Context: an optimization exercise on an open-source flow, tuned for small area and a short achievable clock period. The choices shown serve that exercise and are no tape-out recipe. Only simulation tests tie the RTL to the original design; equivalence was not proved. No activity file was given, so power comes from the tool's default toggle rates.

--- flow/design.v ---
module fir_reload_ctrl #(
    parameter int          NUM_TAPS      = 129,
    parameter int          COEFF_WIDTH   = 16,
    parameter logic [7:0]  SR_COEFF_IDX  = 8'd128,
    parameter logic [7:0]  SR_COEFF_DATA = 8'd129,
    parameter logic [7:0]  SR_COMMIT     = 8'd130
) (
    input  logic                   ce_clk,
    input  logic                   ce_rst_n,
    input  logic                   set_stb,
    input  logic [7:0]             set_addr,
    input  logic [31:0]            set_data,
    output logic [COEFF_WIDTH-1:0] o_reload_tdata,
    output logic                   o_reload_tlast,
    output logic                   o_reload_tvalid,
    input  logic                   o_reload_tready,
    output logic [7:0]             o_config_tdata,
    output logic                   o_config_tvalid,
    input  logic                   o_config_tready,
    output logic                   busy,
    output logic [15:0]            reload_count,
    output logic [1:0]             err,
    output logic [31:0]            checksum
);
    localparam int         LO       = 16;                         
    localparam int         NG       = (NUM_TAPS + LO - 1) / LO;   
    localparam logic [8:0] TAP_CNT  = 9'(NUM_TAPS);
    localparam logic [7:0] LAST_TAP = 8'(NUM_TAPS - 1);
    localparam logic [7:0] SR_CLEAR = SR_COMMIT + 8'd1;
    logic busy_q, prime_q, tvalid_q, tlast_q, cvalid_q;
    logic [15:0] rd_lo_q;    
    logic [8:0]  rd_hi_q;    
    logic idx_stb, data_stb, commit_stb, clear_stb;
    logic idle, start, load, reload_hs, config_hs;
    assign idx_stb    = set_stb && (set_addr == SR_COEFF_IDX);
    assign data_stb   = set_stb && (set_addr == SR_COEFF_DATA);
    assign commit_stb = set_stb && (set_addr == SR_COMMIT);
    assign clear_stb  = set_stb && (set_addr == SR_CLEAR);
    assign idle      = !busy_q;
    assign start     = idle && commit_stb;
    assign reload_hs = tvalid_q && o_reload_tready;
    assign config_hs = cvalid_q && o_config_tready;
    assign load      = prime_q || (reload_hs && !tlast_q);
    always_ff @(posedge ce_clk or negedge ce_rst_n) begin
        if (!ce_rst_n) begin
            busy_q   <= 1'b0;
            prime_q  <= 1'b0;
            tvalid_q <= 1'b0;
            tlast_q  <= 1'b0;
            cvalid_q <= 1'b0;
        end else begin
            prime_q <= start;
            if (start)          busy_q <= 1'b1;
            else if (config_hs) busy_q <= 1'b0;
            if (prime_q)                   tvalid_q <= 1'b1;
            else if (reload_hs && tlast_q) tvalid_q <= 1'b0;
            if (reload_hs && tlast_q)      cvalid_q <= 1'b1;
            else if (config_hs)            cvalid_q <= 1'b0;
            if (load)                      tlast_q  <= rd_hi_q[NG-1];
        end
    end
    logic [COEFF_WIDTH-1:0] ram [NUM_TAPS];
    logic [7:0]             wr_idx_q;
    logic                   pw_en_q;
    logic [7:0]             pw_addr_q;
    logic [COEFF_WIDTH-1:0] pw_data_q;
    always_ff @(posedge ce_clk) begin
        pw_en_q   <= idle && data_stb && ({1'b0, wr_idx_q} < TAP_CNT);
        pw_addr_q <= wr_idx_q;
        pw_data_q <= set_data[COEFF_WIDTH-1:0];
    end
    always_ff @(posedge ce_clk) begin
        for (int i = 0; i < NUM_TAPS; i++)
            if (pw_en_q && pw_addr_q == 8'(i)) ram[i] <= pw_data_q;
    end
    always_ff @(posedge ce_clk or negedge ce_rst_n) begin
        if (!ce_rst_n) begin
            wr_idx_q <= '0;
        end else if (idle && idx_stb) begin
            wr_idx_q <= set_data[7:0];
        end else if (idle && data_stb) begin
            wr_idx_q <= (wr_idx_q == LAST_TAP) ? 8'd0 : wr_idx_q + 8'd1;
        end
    end
    logic [COEFF_WIDTH-1:0] grp [NG];
    logic [COEFF_WIDTH-1:0] rd_word;
    logic [COEFF_WIDTH-1:0] tdata_q;
    always_ff @(posedge ce_clk) begin
        if (start) begin
            rd_lo_q <= LO'(1);
            rd_hi_q <= NG'(1);
        end else if (load) begin
            rd_lo_q <= {rd_lo_q[LO-2:0], rd_lo_q[LO-1]};
            if (rd_lo_q[LO-1]) rd_hi_q <= {rd_hi_q[NG-2:0], rd_hi_q[NG-1]};
        end
    end
    always_comb begin
        for (int g = 0; g < NG; g++) begin
            grp[g] = '0;
            for (int l = 0; l < LO; l++)
                if (g * LO + l < NUM_TAPS)
                    grp[g] = grp[g] | ({COEFF_WIDTH{rd_lo_q[l]}} & ram[g * LO + l]);
        end
        rd_word = '0;
        for (int g = 0; g < NG; g++)
            rd_word = rd_word | ({COEFF_WIDTH{rd_hi_q[g]}} & grp[g]);
    end
    always_ff @(posedge ce_clk) begin
        if (load) tdata_q <= rd_word;
    end
    logic [7:0]  cfg_word_q;
    logic [15:0] count_q;
    logic [1:0]  err_q, err_d;
    always_ff @(posedge ce_clk) begin
        if (start) cfg_word_q <= set_data[7:0];
    end
    always_ff @(posedge ce_clk or negedge ce_rst_n) begin
        if (!ce_rst_n)      count_q <= '0;
        else if (config_hs) count_q <= count_q + 16'd1;
    end
    always_comb begin
        err_d = clear_stb ? 2'b00 : err_q;
        if (!idle && (idx_stb || data_stb)) err_d[0] = 1'b1;
        if (!idle && commit_stb)            err_d[1] = 1'b1;
    end
    always_ff @(posedge ce_clk or negedge ce_rst_n) begin
        if (!ce_rst_n) err_q <= '0;
        else           err_q <= err_d;
    end
    logic        new_q;
    logic [16:0] acc_lo_q;
    logic [15:0] acc_hi_q;
    logic [31:0] checksum_q;
    always_ff @(posedge ce_clk or negedge ce_rst_n) begin
        if (!ce_rst_n) checksum_q <= '0;
        else if (config_hs) checksum_q <= {acc_hi_q + 16'(acc_lo_q[16]), acc_lo_q[15:0]};
    end
    always_ff @(posedge ce_clk) begin
        new_q <= load;
        if (start) begin
            acc_lo_q <= '0;
            acc_hi_q <= '0;
        end else if (new_q) begin
            acc_lo_q <= {1'b0, acc_lo_q[15:0]} + {1'b0, tdata_q};
            acc_hi_q <= acc_hi_q + {16{tdata_q[15]}} + 16'(acc_lo_q[16]);
        end else begin
            acc_lo_q[16] <= 1'b0;
            acc_hi_q     <= acc_hi_q + 16'(acc_lo_q[16]);
        end
    end
    assign checksum = checksum_q;
    assign o_reload_tdata  = tdata_q;
    assign o_reload_tlast  = tlast_q;
    assign o_reload_tvalid = tvalid_q;
    assign o_config_tvalid = cvalid_q;
    assign o_config_tdata  = cfg_word_q;
    assign busy            = busy_q;
    assign reload_count    = count_q;
    assign err             = err_q;
endmodule
--- flow/constraint.sdc ---
create_clock -name core_clock -period 5.0 [get_ports {ce_clk}]
set_input_delay 1.0000 -clock core_clock [delete_from_list [all_inputs] [get_ports {ce_clk}]]
set_output_delay 1.0000 -clock core_clock [all_outputs]
set_load 0.01 [all_outputs]
--- flow/run.sh ---
#!/bin/bash
# synth_recipe.tcl (not shown) runs the flow's synth.tcl, then flattens the netlist and writes it again
# the make line also repeats each setting of config.mk as NAME=value (left out here)
make -C /OpenROAD-flow-scripts/flow DESIGN_CONFIG=/design/flow/config.mk WORK_HOME=/design/flow/orfs CLKGATE_MAP_FILE= SYNTH_SCRIPT=/design/flow/synth_recipe.tcl finish
--- flow/config.mk ---
export PLATFORM = sky130hd
export DESIGN_NAME = fir_reload_ctrl
export DESIGN_NICKNAME = fir_reload_ctrl
export VERILOG_FILES = /design/flow/design.v
export SDC_FILE = /design/flow/constraint.sdc
export NUM_CORES = 4
export LEC_CHECK = 0
export CAP_MARGIN = 20
export CORE_MARGIN = 2
export CORE_UTILIZATION = 40
export SLEW_MARGIN = 20
==> metrics.yaml, run 1 <==
cells_and_area:
  drive_above_1_share_pct: 15.1
  fin_nets: 4821
  syn_to_final_growth_pct: 15.3
  final_util_pct: 46.5
worst_setup_path:
  critPathLaunchType: "flip-flop"
  cp_data_required_time_ns: 5.52
  path_class: "reg -> reg"
  reg2reg_depth: 7
  crit_path_end_kind: "flip-flop"
  worstReg2RegEnd: "tdata_q[4]"
  cp_max_fo: 80
  cp-startpoint: "rd_lo_q[6]"
  arrival_ns: 4.04
  r2r_slack_ns: 1.48
  crit_end: "tdata_q[4]"
  reg2reg_from: "rd_lo_q[6]"
floorplan:
  rows: 165
  initial_core_util_pct: 40.3
  fp.dieH_um: 456
  die-area_mm2: 0.208
  core_mm2: 0.203
  die_w_um: 456
  ios: 123
drt:
  dr_total_vias: 47400
  routed_wl_um: 246000
  ant_nets: 0
  routedWlPerCell_um: 32.5
  drc: 0
  via_per_inst: 6.24
  first_pass_iters: 7
  dr.first_iter.drc_count: 6482
pwr:
  power_leakage_nw: 29.8
  pwr_density_cell_mw_per_mm2: 395
  finalPower_mw: 37.1
  max-vdd-ir-drop_mv: 0.315
clocking:
  h-tree-depth: 4
  postCtsSetupBuffers: 0
  clockRootBuffer: "clkbuf_16"
  hold_buffers: 0
  cts_resized: 0
  insertion_delay_ns: 0.86
  cts_tree: "yes"
  cts_buffers: 214
  clock_path_buffers: 3
  cts.sinks: 2235
  clkTransAtPathRegs_ns: 0.06
sta:
  setup_tns_ns: 0
  hold_viol: 0
  finalWorstSetupSlack_ns: 1.48
  finClkSkew_ns: 0.0528
  fmax_mhz: 284
  setup_violations: 0
  maxSlewViolCount: 0
  fin_crit_ns: 3.52
  rsz0062_at_grt: "no"
  period_share_pct: 70.4
  max_slew_margin_pct: 23.4
  tightest_slew_ns: 1.15
logic_synthesis:
  async_flop_share_pct: 2.82
  ys_ff_latch: 2235
  synth_area_mm2: 0.0817
  seq_area_frac_synth_pct: 80.8
  synth.top_cells.by_count: "2,088 x edfxtp_1, 528 x a221oi_1, 528 x a22o_1"
  synth-main-ff-cell: "edfxtp_1"
  synth_largest_area_cell: "edfxtp_1"
  ys_warn_count: 3
  synthCells: 4454
  syn-num-nets: 4537
  synthTopCellsByArea: "edfxtp_1 77%, a221oi_1 5.7%, a22o_1 5.7%"
  avgSynthCellArea_um2: 18.3
  yosysMostFrequentCell: "edfxtp_1"
  synth_edf_count: 2088
  synth_top_cell_area_share_pct: 76.8
  synth_cell_types: 74
placed_design:
  place_ws_ns: 1.52
  dp_hpwl_um: 135000
  routabilityCongestion: 0.848
  portBuffers: 106
grt:
  grt_max_degree: 98
  antenna_found_initial: 4
  grt-ovfl-total: 0
  grt_use_total_pct: 23.2
  grt_pass1_wl_um: 346000
  grt_pass1_vias: 45800
run:
  max_cap_violations: 0
status:
  status: "finished clean"
worst_hold_path:
  hp-class: "in -> async"
==> metrics by stage <==
stage,area [um^2],hold slack [ns],instances
global route,94100,0.355,7586
floorplan,81700,0.390,4454
global placement,87400,0.440,7189
finish,94100,0.316,7587
detailed placement,87400,0.440,7189
CTS,94100,0.306,7581
==> worst min path at each step <==
stage                      from        endpoint  slack, ns  cells past startpoint
global route           ce_rst_n  checksum_q[20]       0.35                      2
global placement    wr_idx_q[7]    pw_addr_q[7]       0.44                      0
detailed placement  wr_idx_q[2]    pw_addr_q[2]       0.44                      0
finish                 ce_rst_n  checksum_q[20]       0.32                      2
floorplan           wr_idx_q[7]    pw_addr_q[7]       0.39                      0
CTS                    ce_rst_n  checksum_q[15]       0.31                      2
==> cell usage in the layout, fill, tap and decap left out, types with 16 or more instances in the layout <==
cell type        synthesis  final
nor2_1                 183     59
clkbuf_1               199     53
xnor2_1                 31     31
dfxtp_4                  0     32
nand2_1                117    116
a221oi_1               528    528
o21ai_0                 25     24
nor2_2                   0    120
clkinv_2                 0     36
dfrtp_1                 63     63
clkbuf_16                0    217
a22o_1                 528    528
nand3_1                 48     48
edfxtp_1              2088   2088
nand4_1                136    136
clkdlybuf4s50_1          0    105
a21oi_1                 59     59
a22oi_1                 16     16
mux2_2                  27     27
dfxtp_1                 84     51
clkinv_1                 1     48
inv_1                   17     17
xor2_1                  17     17
ha_1                    35     35
a222oi_1                16     16
buf_4                    2    220
==> power breakdown <==
part / internal, mW / switching, mW / total, mW / leakage [nW]
logic: 0.323 / 0.520 / 0.843 / 6.26
clock network: 8.58 / 6.97 / 15.5 / 3.27
registers: 20.5 / 0.253 / 20.8 / 20.3
total: 29.4 / 7.74 / 37.1 / 29.8
==> layer usage <==
layer	vias to the layer above	track usage, %	part of all wire [%]
li1	19500	-	-
met5	-	0	0.0053
met3	381	5.19	10
met2	2634	36.9	47
met1	24900	31.7	40
met4	2	7.29	3.1
==> state kept, by name, summed over array words and instances (netlist names) <==
signal	count
checksum_q	32
tvalid_q	1
count_q	16
rd_hi_q	9
pw_data_q	16
busy_q	1
ram	2064
rd_lo_q	16
tlast_q	1
err_q	2
cfg_word_q	8
acc_lo_q	17
cvalid_q	1
acc_hi_q	16
new_q	1
wr_idx_q	8
pw_en_q	1
prime_q	1
tdata_q	16
pw_addr_q	8
==> cell families after synthesis <==
| kind of cell | after synthesis | share of synthesized area, % |
|---|---|---|
| adder cells (fa/ha/maj) | 38 | 0.610 |
| buffers and inverters | 296 | 1.41 |
| XOR/XNOR | 48 | 0.515 |
| AO/OA/AOI/OAI | 1248 | 12.9 |
| AND/OR/NAND/NOR | 553 | 3.30 |
| multiplexers | 36 | 0.483 |
| flip-flops | 2235 | 80.8 |
==> critical path, cell delays in order (launching register included) <==
cell      delay, ns
dfxtp_4        0.56
buf_12         0.32
a22o_1         0.33
a221oi_1       0.20
nand4_1        0.20
a22o_1         0.34
a221oi_1       0.87
nand3_1        0.15
==> cell type report <==
| class | count | area, um^2 |
|---|---|---|
| fill | 16900 | 108000 |
| sequential | 2235 | 66100 |
| multi-input combinational | 1923 | 14900 |
| clock buffer | 275 | 5700 |
| tap | 2672 | 3340 |
| timing repair buffer | 344 | 3030 |
| clock inverter | 117 | 992 |
| inverter | 20 | 75.1 |
| antenna | 1 | 2.50 |
==> inputs of run 2 (changes only) <==
--- a/flow/config.mk
+++ b/flow/config.mk
@@ -9,3 +9,5 @@
 export CORE_MARGIN = 2
-export CORE_UTILIZATION = 40
+export CORE_UTILIZATION = 60
+export SETUP_SLACK_MARGIN = 2.8
 export SLEW_MARGIN = 20
+export TNS_END_PERCENT = 100
==> run 2 against run 1 <==
Sequential share of layout area decreased by 3.4 points. Sequential cell count stayed put. Worst hold slack got worse by 0.054 ns. Clock skew is 0.029 ns lower. Via count grew 5.7%. First-iteration DRC count up 20%. Routed wire length grew 7.0%. Largest cell class unchanged.
==> metrics.yaml, run 2 <==
sta:
  tightest_slew_ns: 0.987  # -0.162 ns
  rsz0062_at_grt: "yes"
  holdWs_ns: 0.263  # -0.0536 ns
  setup_tns_ns: 0  # unchanged
  maxSlewViolCount: 0  # unchanged
  finClkSkew_ns: 0.0234  # -0.0295 ns
  hold_viol: 0  # unchanged
  period_share_pct: 62.8  # -7.6 points
  setup_violations: 0  # unchanged
  fmax_mhz: 319  # +12%
  fin_crit_ns: 3.14  # -0.382 ns
  max_slew_margin_pct: 34.2  # +11 points
grt:
  grt_use_total_pct: 37.3  # +14 points
  grt_pass1_vias: 47100  # +2.8%
  grt_max_degree: 83  # -15%
  grt-ovfl-total: 0  # unchanged
  antenna_found_initial: 10  # +6
  grt_pass1_wl_um: 362000  # +4.6%
cells_and_area:
  final_cell_mix: "2,088 x edfxtp_1, 522 x a22o_1, 415 x a221oi_1, 382 x buf_4, 223 x clkbuf_16"
  fin_area_mm2: 0.0990  # +5.2%
  reg.largest.list: "ram x2064, checksum_q x32, acc_lo_q x17"
  final_util_pct: 73.2  # +27 points
  drive_above_1_share_pct: 26.2  # +11 points
  largest_reg_flops: 2064  # unchanged
  fin_nets: 5150  # +6.8%
  final_common_cell: "edfxtp_1"
  syn_to_final_growth_pct: 21.2
  top_register: "ram"
worst_setup_path:
  arrival_ns: 3.64  # -0.40 ns
  path_class: "reg -> reg"
  cp_max_fo: 7  # -91%
  critPathLaunchType: "flip-flop"
  crit_path_end_kind: "flip-flop"
  cp_data_required_time_ns: 5.51  # about the same
status:
  status: "finished clean"
pwr:
  netSwitchingFraction_pct: 20.6  # -0.23 points
  pwr_density_cell_mw_per_mm2: 378  # -4.3%
  power_leakage_nw: 32.9  # +10%
  power_switching_mw: 7.71  # -0.46%
  finalPower_mw: 37.4  # +0.66%
  internal_power_mw: 29.7  # +0.96%
  seqPwrFrac_pct: 55.5  # -0.4 points
  max-vdd-ir-drop_mv: 0.373  # +18%
  combPwrFrac_pct: 2.9  # +0.6 points
  power_frac_clock_pct: 41.6  # -0.2 points
clocking:
  clockRootBuffer: "clkbuf_16"
  clkTransAtPathRegs_ns: 0.06  # about the same
  hold_buffers: 0  # unchanged
  clock_path_buffers: 3  # unchanged
  cts.sinks: 2235  # unchanged
  insertion_delay_ns: 0.84  # -0.02 ns
  cts_tree: "yes"
  h-tree-depth: 4  # unchanged
  cts_buffers: 214  # unchanged
drt:
  dr.first_iter.drc_count: 7795  # +20%
  first_pass_iters: 6  # -1
  ant_nets: 0  # unchanged
  drc: 0  # unchanged
  via_per_inst: 7.13  # +14%
  dr_total_vias: 50100  # +5.7%
  routedWlPerCell_um: 37.5  # +16%
  routed_wl_um: 264000  # +7.0%
logic_synthesis:
  synthTopCellsByArea: "edfxtp_1 77%, a221oi_1 5.7%, a22o_1 5.7%"
  synth_top_cell_area_share_pct: 76.8  # unchanged
  avgSynthCellArea_um2: 18.3  # unchanged
  syn-num-nets: 4537  # unchanged
  async_flop_share_pct: 2.82  # unchanged
  synth_largest_area_cell: "edfxtp_1"
  yosysMostFrequentCell: "edfxtp_1"
  synth_edf_count: 2088  # unchanged
  ys_warn_count: 3  # unchanged
  synth.top_cells.by_count: "2,088 x edfxtp_1, 528 x a221oi_1, 528 x a22o_1"
  synth-main-ff-cell: "edfxtp_1"
  synthCells: 4454  # unchanged
  synth_cell_types: 74  # unchanged
  seq_area_frac_synth_pct: 80.8  # unchanged
  ys_ff_latch: 2235  # unchanged
  synth_area_mm2: 0.0817  # unchanged
placed_design:
  routabilityCongestion: 0.894  # +5.5%
  dp_hpwl_um: 137000  # +1.3%
  place_area_mm2: 0.0865  # -1.0%
  portBuffers: 106  # unchanged
floorplan:
  die_w_um: 373  # -18%
  fp.dieH_um: 373  # -18%
  ios: 123  # unchanged
  initial_core_util_pct: 60.4  # +20 points
  die-area_mm2: 0.139  # -33%
  core_mm2: 0.135  # -33%
  rows: 135  # -18%
run:
  max_cap_violations: 0  # unchanged
worst_hold_path:
  hp-class: "in -> async"
-- run 2: per-stage QoR --
| stage | setup WS, ns | cells |
|---|---|---|
| after floorplan | 2.34 | 4454 |
| after global placement | 1.31 | 6309 |
| after detailed placement | 1.31 | 6310 |
| after CTS | 2.13 | 6935 |
| after global routing | 1.98 | 7023 |
| final | 1.86 | 7024 |
-- run 2: per-layer routing --
layer	vias to the layer above	GRT usage (%)	share of wire, %
met3	571	8.09	12
met2	3344	57.4	46
met4	2	15.6	4.6
met5	-	0	0.0061
met1	25900	52.3	38
li1	20200	-	-
-- run 2: final timing paths --
kind	end	cells after the start	start	slack, ns
min in group core_clock	checksum_q[28]	2	checksum_q[28]	0.47
hold reg to reg	checksum_q[28]	2	checksum_q[28]	0.47
setup / recovery	tdata_q[9]	8	rd_lo_q[1]	1.86
max in group asynchronous	tvalid_q	2	ce_rst_n	3.78
hold / removal	checksum_q[4]	1	ce_rst_n	0.26
setup reg to reg	tdata_q[9]	8	rd_lo_q[1]	1.86
-- run 2: cell families after synthesis --
kind of cell,count (synthesis),synth area share (%)
mux,36,0.483
flops,2235,80.8
compound gates,1248,12.9
buf+inv,296,1.41
simple gates,553,3.30
fa+ha+maj,38,0.610
xor+xnor,48,0.515
-- run 2: power groups by stage --
stage	sequential (mW)	clock (mW)	combinational [mW]
detailed placement	21.1	0	0.843
global placement	21.1	0	0.825
floorplan	21.1	0	0.412
finish	20.8	15.6	1.08
global route	20.8	16.4	1.14
CTS	20.7	15.6	0.961
-- run 2: timing repair --
action                                   CTS  global route
endpoints found under the setup margin  2139           563
hold endpoints to repair                   0             0
pin swaps                                164           138
gates resized for setup                  747           139
setup buffers                            215            83
gates cloned                              19             5
-- run 2: final cells by class --
type                       instances  area [um^2]
timing repair inverter             1         8.76
timing repair buffer             672         7050
antenna                            1         2.50
tap                             1781         2230
clock buffer                     281         5760
inverter                          20          100
clock inverter                   110          896
fill                            8180        36300
multi-input combinational       1923        16800
sequential                      2235        66100
-- run 2: critical path: stages (launching register included) --
cell	delay (ns)
dfxtp_4	0.41
buf_4	0.17
buf_8	0.12
buf_4	0.18
a22o_1	0.24
a221oi_2	0.19
nand4_1	0.43
a222oi_1	0.82
nand3_2	0.26
==> inputs of run 3 (changes only) <==
--- a/flow/config.mk
+++ b/flow/config.mk
@@ -10,2 +10,4 @@
 export CORE_UTILIZATION = 60
+export CTS_CLUSTER_DIAMETER = 80
+export CTS_CLUSTER_SIZE = 30
 export SETUP_SLACK_MARGIN = 2.8
==> run 3 against run 2 <==
Largest power group unchanged. Area after synthesis stayed put. Synthesized cell count unchanged. Non-clock buffer count shrank 3. Clock power down 36%. Combinational power about the same. Global-route usage is 0.69 points lower. Highest routed layer unchanged. Die area unchanged. First-iteration DRC count increased by 0.90%. Setup slack gained 0.058 ns.
==> metrics.yaml, run 3 <==
status:
  status: "finished clean"
drt:
  routed_wl_um: 260000  # -1.5%
  dr.first_iter.drc_count: 7865  # +0.90%
  dr_total_vias: 49300  # -1.5%
  first_pass_iters: 8  # +2
  ant_nets: 0  # unchanged
  routedWlPerCell_um: 38.2  # +1.8%
  drc: 0  # unchanged
  via_per_inst: 7.25  # +1.7%
sta:
  fmax_mhz: 325  # +1.9%
  max_slew_margin_pct: 36.4  # +2.2 points
  fin_crit_ns: 3.08  # -0.0575 ns
  hold_viol: 0  # unchanged
  tightest_slew_ns: 0.954  # -0.0327 ns
  setup_violations: 0  # unchanged
  period_share_pct: 61.6  # -1.2 points
  finClkSkew_ns: 0.0321  # +0.00868 ns
  rsz0062_at_grt: "yes"
  maxSlewViolCount: 0  # unchanged
  setup_tns_ns: 0  # unchanged
  holdWs_ns: 0.325  # +0.0621 ns
floorplan:
  die_w_um: 373  # unchanged
  rows: 135  # unchanged
  initial_core_util_pct: 60.4  # unchanged
  core_mm2: 0.135  # unchanged
  ios: 123  # unchanged
  fp.dieH_um: 373  # unchanged
  die-area_mm2: 0.139  # unchanged
worst_setup_path:
  r2r_slack_ns: 1.92  # +0.06 ns
  worstReg2RegEnd: "tdata_q[2]"
  reg2reg_from: "rd_lo_q[1]"
  reg2reg_depth: 8  # unchanged
  cp_cell_sequence: "buf_4 -> buf_16 -> buf_16 -> a22o_1 -> a221oi_2 -> nand4_1 -> a222oi_1 -> nand3_1"
  cp_slowest_cell: "a222oi_1"
  cp_max_fo: 8  # +1
  cp.depth: 8  # unchanged
  crit_path_max_incr_delay_ns: 0.77  # -0.05 ns
  crit_path_end_kind: "flip-flop"
  crit_buf_inv: 3  # unchanged
  critPathLaunchType: "flip-flop"
  crit_top_cell: "buf_16"
  cpLargestDelayFamily: "compound AO/OA/AOI/OAI gates"
  arrival_ns: 3.54  # -0.10 ns
  cp_data_required_time_ns: 5.45  # -0.06 ns
  path_class: "reg -> reg"
pwr:
  seqPwrFrac_pct: 65.1  # +9.6 points
  internal_power_mw: 25.0  # -16%
  pwr_density_cell_mw_per_mm2: 334  # -12%
  combPwrFrac_pct: 3.4  # +0.5 points
  power_switching_mw: 6.86  # -11%
  max-vdd-ir-drop_mv: 0.336  # -9.8%
  power_leakage_nw: 31.0  # -5.6%
  netSwitchingFraction_pct: 21.5  # +0.94 points
  power_frac_clock_pct: 31.5  # -10 points
logic_synthesis:
  async_flop_share_pct: 2.82  # unchanged
  avgSynthCellArea_um2: 18.3  # unchanged
  synth-main-ff-cell: "edfxtp_1"
  synthCells: 4454  # unchanged
  syn-num-nets: 4537  # unchanged
  ys_warn_count: 3  # unchanged
  synth_largest_area_cell: "edfxtp_1"
  synth.top_cells.by_count: "2,088 x edfxtp_1, 528 x a221oi_1, 528 x a22o_1"
  yosysMostFrequentCell: "edfxtp_1"
  synth_cell_types: 74  # unchanged
  synth_area_mm2: 0.0817  # unchanged
  ys_ff_latch: 2235  # unchanged
  synthTopCellsByArea: "edfxtp_1 77%, a221oi_1 5.7%, a22o_1 5.7%"
  synth_edf_count: 2088  # unchanged
  seq_area_frac_synth_pct: 80.8  # unchanged
  synth_top_cell_area_share_pct: 76.8  # unchanged
cells_and_area:
  reg.largest.list: "ram x2064, checksum_q x32, acc_lo_q x17"
  final_common_cell: "edfxtp_1"
  top_register: "ram"
  drive_above_1_share_pct: 24.2  # -2.0 points
  syn_to_final_growth_pct: 16.7
  multiInputGateArea_mm2: 0.0167  # -0.81%
  final_cell_mix: "2,088 x edfxtp_1, 522 x a22o_1, 436 x a221oi_1, 387 x buf_4, 136 x nand4_1"
  filler_cell_count: 8590  # +5.0%
  fin_nets: 5030  # -2.3%
  seq_area_mm2: 0.0661  # about the same
  largest_reg_flops: 2064  # unchanged
  final_util_pct: 70.4  # -2.7 points
placed_design:
  routabilityCongestion: 0.894  # unchanged
  portBuffers: 106  # unchanged
  dp_hpwl_um: 137000  # unchanged
clocking:
  h-tree-depth: 3  # -1
  clkTransAtPathRegs_ns: 0.12  # +0.06 ns
  cts_buffers: 97  # -55%
  hold_buffers: 0  # unchanged
  cts.sinks: 2235  # unchanged
  insertion_delay_ns: 0.78  # -0.06 ns
  clock_path_buffers: 3  # unchanged
  clockRootBuffer: "clkbuf_16"
  cts_tree: "yes"
grt:
  grt-ovfl-total: 0  # unchanged
  antenna_found_initial: 11  # +1
  grt_use_total_pct: 36.6  # -0.69 points
  grt_max_degree: 83  # unchanged
  grt_pass1_vias: 45800  # -2.8%
  grt_pass1_wl_um: 356000  # -1.8%
worst_hold_path:
  hp-class: "in -> async"
run:
  max_cap_violations: 0  # unchanged
-- run 3: cell types whose count changed in the layout (fill, tap and decap cells not counted), sizes merged, moves of 4 or more --
cell    before  now
bufinv      13    3
inv         26   40
clkinv      90   25
buf        631  627
clkbuf     286  121
-- run 3: cell type report --
cell class	instances	area share (%)
sequential	2235	69.3
multi-input combinational	1923	17.5
timing repair buffer	669	7.28
clock buffer	117	2.69
tap	1781	2.34
clock inverter	51	0.680
inverter	20	0.110
timing repair inverter	1	0.00919
antenna	2	0.00525
-- run 3: cell families after synthesis --
group	share of synthesized area [%]
AOI/OAI and AO/OA	12.9
DFF	80.8
muxes	0.483
buffers and inverters	1.41
and+or+nand+nor	3.30
adders and majority gates	0.610
xor gates and xnor gates	0.515
-- run 3: power by group through the flow --
stage | Clock (mW) | Sequential [mW] | Combinational [mW]
3_3_place_gp | 0 | 21.1 | 0.825
2_1_floorplan | 0 | 21.1 | 0.412
4_1_cts | 10.1 | 20.7 | 0.964
5_1_grt | 10.7 | 20.7 | 1.14
3_5_place_dp | 0 | 21.1 | 0.843
6_report | 10.0 | 20.7 | 1.07
-- run 3: worst reg2reg max path: stages, from the launching register on --
cell and delay, ns:
dfxtp_4 0.43, buf_4 0.17, buf_16 0.18, buf_16 0.19, a22o_1 0.24, a221oi_2 0.20
nand4_1 0.33, a222oi_1 0.78, nand3_1 0.25
-- run 3: metal layers --
metal	vias to the layer above	part of all wire [%]	track usage, %
li1	19800	-	-
met1	25700	38	52.3
met2	3243	46	56.6
met3	505	11	6.86
met4	8	4.5	14.3
met5	-	0.020	0
-- run 3: worst max path at each step --
stage | start | end | slack (ns)
after detailed placement | set_addr[4] | acc_lo_q[11] | 1.31
after global placement | set_addr[4] | acc_lo_q[11] | 1.31
after CTS | rd_lo_q[1] | tdata_q[4] | 2.19
final | rd_lo_q[1] | tdata_q[2] | 1.92
after global routing | rd_lo_q[1] | tdata_q[2] | 2.03
after floorplan | tdata_q[15] | acc_hi_q[14] | 2.34
-- run 3: timing repair --
action,4_1_cts,5_1_grt
pin swaps,157,118
gates cloned,16,4
resized for setup,727,104
setup endpoints to repair,2152,380
hold endpoints to repair,0,0
setup buffers,230,69
-- run 3: through the flow --
step | cell area [um^2] | worst slack, ns | power [mW] | instances
after floorplan | 81800 | 2.34 | 21.5 | 4454
after global placement | 86400 | 1.31 | 22.0 | 6309
after detailed placement | 86500 | 1.31 | 22.0 | 6310
after CTS | 94100 | 2.19 | 31.7 | 6724
after global routing | 95300 | 2.03 | 32.5 | 6797
final | 95300 | 1.92 | 31.8 | 6799

separate check: timing with driven ports:
No port has a modelled driver above. Below, the same layouts with a new extraction and two added sets of constraints. Step 1 sets driving cells, clkbuf_16 on the clock port and buf_2 on the other inputs (assumed; they add their load-dependent delay and slew). Step 2 adds t to the input delays and takes it off the output delays; t is the mean of the earliest and latest rising clock arrival at the registers after step 1. Input paths then give back, and output paths get back, about the clock's delay inside the block. Slacks: ideal / step 1 / step 2; pairs: ideal / step 1.
run | shift t [ns] | setup slack, ns | worst hold slack (ns) | worst register clock-pin slew, ns
run 1 | 0.919 | 1.479 / 1.479 / 1.479 | 0.316 / 0.248 / 0.453 | 0.07 / 0.07
run 2 | 0.917 | 1.861 / 1.861 / 1.861 | 0.263 / 0.194 / 0.474 | 0.07 / 0.07
run 3 | 0.836 | 1.919 / 1.919 / 1.919 | 0.325 / 0.261 / 0.479 | 0.12 / 0.12
After both steps setup and hold are still met in every run listed.
